What follows belongs to an exercise in optimizing a design on an open flow for small area and few clock cycles per item; a production flow would make more cautious choices.
Function was checked by simulation only, so behaviour that the tests miss may differ from the original.

File: design/flow/design.v
`default_nettype none
package dither_pkg;
  typedef logic [15:0] rgb565_t;  
  typedef logic [8-1:0] gray_t;
  typedef logic signed [11-1:0] err_t;  
  typedef logic [11-1:0] hcount_t;
  typedef logic [10-1:0] vcount_t;
  typedef enum logic [1:0] {
    avg   = 2'd0,  
    red   = 2'd1,
    green = 2'd2,
    blue  = 2'd3
  } gray_sel_t;
  typedef struct packed {
    gray_t   gray;
    hcount_t hcount;
    vcount_t vcount;
  } gray_beat_t;
  typedef struct packed {
    logic    dot;  
    gray_t   gray;
    hcount_t hcount;
    vcount_t vcount;
  } dot_beat_t;
endpackage
`default_nettype wire
`timescale 1ns/1ps
`default_nettype none
module pipe_stage #(
  parameter int width = 8  
) (
  input  wire           clk_pixel,
  input  wire           rst_n,
  input  wire           in_valid,
  output logic          in_ready,
  input  wire [width-1:0] in_data,
  output logic          out_valid,
  input  wire           out_ready,
  output logic [width-1:0] out_data
);
  logic take;  
  logic give;  
  assign give = out_valid && out_ready;
  assign in_ready = !out_valid || out_ready;
  assign take = in_valid && in_ready;
  always_ff @(posedge clk_pixel or negedge rst_n) begin
    if (!rst_n) begin
      out_valid <= 1'b0;
    end else if (take) begin
      out_valid <= 1'b1;  
    end else if (give) begin
      out_valid <= 1'b0;  
    end
  end
  always_ff @(posedge clk_pixel) begin
    if (take) begin
      out_data <= in_data;
    end
  end
endmodule
`default_nettype wire
`timescale 1ns/1ps
`default_nettype none
module gray_convert (
  input  wire            clk_pixel,
  input  wire            rst_n,
  input  wire            in_valid,
  output logic           in_ready,
  input  dither_pkg::rgb565_t        in_pixel,
  input  dither_pkg::hcount_t        in_hcount,
  input  dither_pkg::vcount_t        in_vcount,
  input  dither_pkg::gray_sel_t      gray_sel,  
  output logic           g_valid,
  input  wire            g_ready,
  output dither_pkg::gray_t          g_gray,
  output dither_pkg::hcount_t        g_hcount,
  output dither_pkg::vcount_t        g_vcount
);
  dither_pkg::gray_t              red8;       
  dither_pkg::gray_t              green8;
  dither_pkg::gray_t              blue8;
  logic [8+1:0] chan_sum;   
  logic [8+1:0] avg_full;   
  dither_pkg::gray_t              gray_next;
  dither_pkg::gray_beat_t         beat_in;
  dither_pkg::gray_beat_t         beat_out;
  assign red8   = {in_pixel[15:11], 3'b000};
  assign green8 = {in_pixel[10:5], 2'b00};
  assign blue8  = {in_pixel[4:0], 3'b000};
  assign chan_sum = {2'b00, red8} + {2'b00, green8} + {2'b00, blue8};
  assign avg_full = (chan_sum >> 2) + (chan_sum >> 4) + (chan_sum >> 6);
  always_comb begin
    case (gray_sel)
      dither_pkg::avg:     gray_next = avg_full[8-1:0];  
      dither_pkg::red:     gray_next = red8;
      dither_pkg::green:   gray_next = green8;
      dither_pkg::blue:    gray_next = blue8;
      default: gray_next = avg_full[8-1:0];
    endcase
  end
  always_comb begin
    beat_in.gray   = gray_next;
    beat_in.hcount = in_hcount;  
    beat_in.vcount = in_vcount;
  end
  pipe_stage #(
    .width(8 + 11 + 10)
  ) gray_stage (
    .clk_pixel(clk_pixel),
    .rst_n(rst_n),
    .in_valid(in_valid),
    .in_ready(in_ready),
    .in_data(beat_in),
    .out_valid(g_valid),
    .out_ready(g_ready),
    .out_data(beat_out)
  );
  assign g_gray   = beat_out.gray;
  assign g_hcount = beat_out.hcount;
  assign g_vcount = beat_out.vcount;
endmodule
`default_nettype wire
`timescale 1ns/1ps
`default_nettype none
module error_line_buffer #(
  parameter int line_width = 320  
) (
  input  wire          clk_pixel,
  input  dither_pkg::hcount_t      rd_col,
  output dither_pkg::err_t         rd_err,
  input  wire          wr_en,
  input  dither_pkg::hcount_t      wr_col,
  input  dither_pkg::err_t         wr_err
);
  localparam int col_w = (line_width > 1) ? $clog2(line_width) : 1;
  dither_pkg::err_t             err_row [line_width];  
  logic [col_w-1:0] rd_idx;
  logic [col_w-1:0] wr_idx;
  assign rd_idx = rd_col[col_w-1:0];
  assign wr_idx = wr_col[col_w-1:0];
  assign rd_err = err_row[rd_idx];
  always_ff @(posedge clk_pixel) begin
    if (wr_en) begin
      err_row[wr_idx] <= wr_err;  
    end
  end
endmodule
`default_nettype wire
`timescale 1ns/1ps
`default_nettype none
module diffusion_core #(
  parameter int line_width = 320
) (
  input  wire          clk_pixel,
  input  wire          rst_n,
  input  wire          g_valid,
  output logic         g_ready,
  input  dither_pkg::gray_t        g_gray,
  input  dither_pkg::hcount_t      g_hcount,
  input  dither_pkg::vcount_t      g_vcount,
  input  dither_pkg::gray_t        threshold,  
  output logic         out_valid,
  input  wire          out_ready,
  output logic         out_dot,
  output dither_pkg::gray_t        out_gray,
  output dither_pkg::hcount_t      out_hcount,
  output dither_pkg::vcount_t      out_vcount
);
  localparam dither_pkg::err_t gray_full_e = dither_pkg::err_t'(255);
  logic                      accept;
  dither_pkg::err_t                      right_carry;  
  dither_pkg::err_t                      carry_term;
  dither_pkg::err_t                      up_err;       
  dither_pkg::err_t                      up_term;
  logic signed [11+1:0]  sum_wide;     
  dither_pkg::err_t                      sum_sat;
  dither_pkg::err_t                      thr_ext;
  logic                      dot;
  dither_pkg::err_t                      err_new;
  dither_pkg::err_t                      right_share;
  dither_pkg::err_t                      down_share;
  dither_pkg::dot_beat_t                 beat_in;
  dither_pkg::dot_beat_t                 beat_out;
  assign accept = g_valid && g_ready;
  assign carry_term = (g_hcount == '0) ? '0 : right_carry;
  assign up_term    = (g_vcount == '0) ? '0 : up_err;
  assign sum_wide = $signed({{(11-8+2){1'b0}}, g_gray}) + carry_term + up_term;
  always_comb begin
    if (sum_wide > $signed({3'b000, {(11-1){1'b1}}})) begin
      sum_sat = {1'b0, {(11-1){1'b1}}};
    end else if (sum_wide < $signed({3'b111, {(11-1){1'b0}}})) begin
      sum_sat = {1'b1, {(11-1){1'b0}}};
    end else begin
      sum_sat = sum_wide[11-1:0];
    end
  end
  assign thr_ext = {{(11-8){1'b0}}, threshold};  
  assign dot     = (sum_sat >= thr_ext);
  assign err_new = dot ? (sum_sat - gray_full_e) : sum_sat;
  assign right_share = err_new >>> 1;
  assign down_share  = err_new - right_share;
  always_ff @(posedge clk_pixel or negedge rst_n) begin
    if (!rst_n) begin
      right_carry <= '0;
    end else if (accept) begin
      right_carry <= right_share;
    end
  end
  error_line_buffer #(
    .line_width(line_width)
  ) err_buf (
    .clk_pixel(clk_pixel),
    .rd_col(g_hcount),
    .rd_err(up_err),
    .wr_en(accept),        
    .wr_col(g_hcount),
    .wr_err(down_share)
  );
  always_comb begin
    beat_in.dot    = dot;
    beat_in.gray   = g_gray;
    beat_in.hcount = g_hcount;
    beat_in.vcount = g_vcount;
  end
  pipe_stage #(
    .width(1 + 8 + 11 + 10)
  ) dot_stage (
    .clk_pixel(clk_pixel),
    .rst_n(rst_n),
    .in_valid(g_valid),
    .in_ready(g_ready),
    .in_data(beat_in),
    .out_valid(out_valid),
    .out_ready(out_ready),
    .out_data(beat_out)
  );
  assign out_dot    = beat_out.dot;
  assign out_gray   = beat_out.gray;
  assign out_hcount = beat_out.hcount;
  assign out_vcount = beat_out.vcount;
endmodule
`default_nettype wire
`timescale 1ns/1ps
`default_nettype none
module dither_top #(
  parameter int line_width = 320
) (
  input  wire            clk_pixel,
  input  wire            rst_n,
  input  wire            in_valid,
  output logic           in_ready,
  input  dither_pkg::rgb565_t        in_pixel,
  input  dither_pkg::hcount_t        in_hcount,
  input  dither_pkg::vcount_t        in_vcount,
  input  dither_pkg::gray_sel_t      gray_sel,   
  input  dither_pkg::gray_t          threshold,  
  output logic           out_valid,
  input  wire            out_ready,
  output logic           out_dot,
  output dither_pkg::gray_t          out_gray,
  output dither_pkg::hcount_t        out_hcount,
  output dither_pkg::vcount_t        out_vcount
);
  logic    g_valid;
  logic    g_ready;
  dither_pkg::gray_t   g_gray;
  dither_pkg::hcount_t g_hcount;
  dither_pkg::vcount_t g_vcount;
  gray_convert gray_conv (
    .clk_pixel(clk_pixel),
    .rst_n(rst_n),
    .in_valid(in_valid),
    .in_ready(in_ready),
    .in_pixel(in_pixel),
    .in_hcount(in_hcount),
    .in_vcount(in_vcount),
    .gray_sel(gray_sel),
    .g_valid(g_valid),
    .g_ready(g_ready),
    .g_gray(g_gray),
    .g_hcount(g_hcount),
    .g_vcount(g_vcount)
  );
  diffusion_core #(
    .line_width(line_width)
  ) diffuse (
    .clk_pixel(clk_pixel),
    .rst_n(rst_n),
    .g_valid(g_valid),
    .g_ready(g_ready),
    .g_gray(g_gray),
    .g_hcount(g_hcount),
    .g_vcount(g_vcount),
    .threshold(threshold),
    .out_valid(out_valid),
    .out_ready(out_ready),
    .out_dot(out_dot),
    .out_gray(out_gray),
    .out_hcount(out_hcount),
    .out_vcount(out_vcount)
  );
endmodule
`default_nettype wire
File: design/flow/run.sh
#!/bin/bash
# synth_recipe.tcl (not shown) runs the flow's synth.tcl, then flattens the netlist and writes it again
# the make line also repeats each setting of config.mk as NAME=value (left out here)
make -C /OpenROAD-flow-scripts/flow DESIGN_CONFIG=/design/flow/config.mk WORK_HOME=/design/flow/orfs CLKGATE_MAP_FILE= SYNTH_SCRIPT=/design/flow/synth_recipe.tcl finish
File: design/flow/config.mk
export PLATFORM = sky130hd
export DESIGN_NAME = dither_top
export DESIGN_NICKNAME = dither_top
export VERILOG_FILES = /design/flow/design.v
export SDC_FILE = /design/flow/constraint.sdc
export NUM_CORES = 4
export LEC_CHECK = 0
export CAP_MARGIN = 20
export CORE_MARGIN = 2
export CORE_UTILIZATION = 45
export PLACE_DENSITY = 0.6
export SLEW_MARGIN = 20
File: design/flow/constraint.sdc
create_clock -name core_clock -period 12.0 [get_ports {clk_pixel}]
set_input_delay 2.4000 -clock core_clock [delete_from_list [all_inputs] [get_ports {clk_pixel}]]
set_output_delay 2.4000 -clock core_clock [all_outputs]
set_load 0.01 [all_outputs]
==> impl_metrics.ini <==
[critical_path]
worst-endpoint-arrival_ns = 11.76
timing.critical_path.mode_cell = sky130_fd_sc_hd__a21oi_2
worstPathMaxFanout = 128
reg_to_reg_critical_path_endpoint = diffuse.err_buf.err_row[299][10]
setup.worst_path.start_class = flop
cell_at_the_slowest_stage_of_the_critical_path = sky130_fd_sc_hd__mux4_2
worstSetupEndpointType = flop
worst-path-buf-inv = 6
worst_r2r_path_depth = 37
worst-endpoint-required_ns = 12.62
timing.critical_path.max_delay_family = compound AO/OA/AOI/OAI gates
ff_to_ff_setup_slack_ns = 0.86
timing.setup.critical_path_class = flop to flop
cpPeakStageDelay_ns = 0.57

[clocking]
clockRootBuffer = sky130_fd_sc_hd__clkbuf_16
post_cts.resized_instances = 0
cts_tree = yes
cts.clk_slew.worst_paths_ns = 0.06
ctsLongestPathBuffers = 4
clock_network_latency_to_the_later_pin_of_the_worst_skew_pair_ns = 0.94
cts_max_level = 5
cts_sinks = 3600
cts_hold_fix_bufs = 0
post-cts-setup-buffer-count = 0
cts_buffers = 369

[timing]
fin_crit_sh_pct = 92.9
final-max-slew-violation-count = 0
relSlewSlack_pct = 22.9
fmax_mhz = 89.7
number_of_hold_slack_violations_in_the_final_timing_report = 0
tightest_slew_ns = 1.15
worst_clock_skew_ns = 0.0638
setup_violations = 0
fin_hold_ws_ns = 0.447
min_tclk_post_route_ns = 11.14
tns_setup_ns = 0
grt_setup_unrepaired = no

[worst_hold_path]
worst_hold_path.num_cells = 0
worst_hold_path_type = flop to flop
holdCritStartpoint = gray_conv.gray_stage.out_data[3]
min_delay_endpoint = diffuse.dot_stage.out_data[3]

[yosys]
synth.top_cell.area_share_pct = 76.4
synth_fp_nets = 6145
synth.yosys.seq_area_share_pct = 76.7
post_synth.cell_area_avg_um2 = 23.3
library_cell_with_the_highest_instance_count_after_synthesis = sky130_fd_sc_hd__edfxtp_1
largest_area_contributor_in_the_synthesized_netlist = sky130_fd_sc_hd__edfxtp_1
netlist_instances = 6027
synth_ff_type = sky130_fd_sc_hd__edfxtp_1
synth_common_cells = 3579 x sky130_fd_sc_hd__edfxtp_1, 1135 x sky130_fd_sc_hd__mux4_2, 356 x sky130_fd_sc_hd__nor2_1
yosysUniqueCellTypes = 68
postSynth.asyncResetShare_pct = 0.333
netlist_top_cells_area = sky130_fd_sc_hd__edfxtp_1 76%, sky130_fd_sc_hd__mux4_2 18%, sky130_fd_sc_hd__nor2_1 0.95%
synth_warnings = 5
synth_enable_flop_cells = 3579
synth_area_um2 = 141000
synth-seq-cells = 3600

[global_routing]
grt_overflow = 0
grt_pass1_vias = 66900
grt.total_usage_pct = 22.4
first_pass_grt_wire_length_um = 505000
antenna_found_initial = 11
grt_max_degree = 161

[flow_run]
max-cap-violations = 0

[routing]
detail_route.iter0.violations = 7636
postRouteWirelength_um = 354000
routed_wire_length_per_instance_um = 32.1
residual_drc_count = 0
detail-route-antenna-nets = 0
via_per_inst = 5.98
num_vias = 66000
first_pass_iters = 6

[floorplanning]
die_area_um2 = 317000
die-height_um = 563
die_w_um = 563
placement_rows = 205
floorplan.io_pins = 83
floorplan.core_area_um2 = 312000
initial_core_util_pct = 45.2

[cells_and_area]
total_area_of_multi_input_combinational_cells_um2 = 31500
final_design_utilization_pct = 51.9
regArea_um2 = 108000
design.final.nets = 6689
fillCellCount = 23800
area.growth.synth_to_final_pct = 15.0
layout-drive-gt1-share_pct = 32.8

[placement]
place_congestion = 0.873
buffer_ports.inserted = 82
dp_hpwl_um = 215000

[outcome]
run_status = timing/DRC/antenna clean
routing by layer:
layer	track usage (%)	part of all wire [%]	vias to the layer above
li1	-	-	26800
met1	31.9	41	36100
met2	36.4	49	2665
met3	3.40	7.3	451
met4	5.89	2.7	2
met5	0	0.0056	-
sequential cells by signal (all words and copies together) (netlist names), named ones only:
name and flops:
gray_conv.gray_stage.out_data 29, diffuse.dot_stage.out_data 30, gray_conv.gray_stage.out_valid 1, diffuse.right_carry 10
diffuse.err_buf.err_row 3520, diffuse.dot_stage.out_valid 1
per-stage QoR:
step	instance area [µm²]	setup WS [ns]	instances
CTS	162000	0.749	11000
finish	162000	0.857	11000
floorplan	142000	-1.26	6027
global route	162000	0.286	11000
global placement	150000	0.755	10300
detailed placement	150000	0.790	10300
final cells by class:
class	count	share of cell area (%)
diodes	4	0.00618
well taps	4140	3.20
repair buffers	507	3.04
inverters	62	0.148
multi-input cells	2031	19.5
clock buffers	453	6.00
flip-flops and latches	3600	66.7
clock inverters	231	1.42
cell usage in the layout (no fill, tap or decap), drive strengths merged, types with 11 or more instances in the layout:
master / instances
o22ai: 23
mux2: 16
nor2: 356
bufinv: 34
mux2i: 45
xnor2: 30
clkinv: 162
buf: 425
a21o: 22
inv: 79
a22oi: 17
mux4: 1135
clkdlybuf4s50: 82
clkinvlp: 18
a21oi: 46
dfrtp: 12
o21ai: 25
and2: 13
ha: 57
nor2b: 11
nand2: 76
edfxtp: 3579
nand3: 25
clkbuf: 453
worst max path at each step:
stage,start,end,slack (ns),cells past startpoint
5_1_grt,flop,diffuse.err_buf.err_row[298][10],0.29,36
4_1_cts,flop,diffuse.err_buf.err_row[299][10],0.75,36
3_3_place_gp,flop,diffuse.err_buf.err_row[296][10],0.76,36
3_5_place_dp,flop,diffuse.err_buf.err_row[303][10],0.79,36
6_report,flop,diffuse.err_buf.err_row[299][10],0.86,37
2_1_floorplan,flop,diffuse.err_buf.err_row[0][6],-1.26,33
worst register-to-register path, delay by kind of cell, from the launching register on:
kind	cells	cell delay [ns]
mux	2	1.11
simple gates	7	1.36
fa+ha+maj	4	1.55
buf+inv	6	1.62
flops	1	0.52
compound gates	18	4.47
cell families after synthesis:
logic type	share of synthesized area, %
multiplexers	18.6
flip-flops	76.7
buffers and inverters	1.25
AND/OR/NAND/NOR	1.61
AO/OA/AOI/OAI	0.909
XOR/XNOR	0.249
adder cells (fa/ha/maj)	0.649
Testbench counts, summed over its fixed seeds: cycles 460,812, items 460,800.

[afterwards: timing with drivers on the ports]
The flow's constraints put no driver on any port. The routed layout listed below was extracted and timed again, unchanged, in two steps.
Step 1, drivers: a clkbuf_16 drives clk_pixel and a buf_2 each remaining input, both assumed.
Step 2 moves the port delays by t, midway between the first and last clock arrival at a register: inputs arrive t later, outputs are due t later. That takes back most of the time a late clock gives input paths.
Slacks: no drivers / after step 1 / after step 2; pairs: no drivers / after step 1.
t (ns): 1.011
setup slack, ns: 0.857 / 0.857 / 0.857
worst hold slack (ns): 0.447 / 0.447 / 0.447
After both steps setup and hold are still met in this run. The setup slack of this run moves by 0.000 ns with the drivers and by 0.000 ns with both steps.
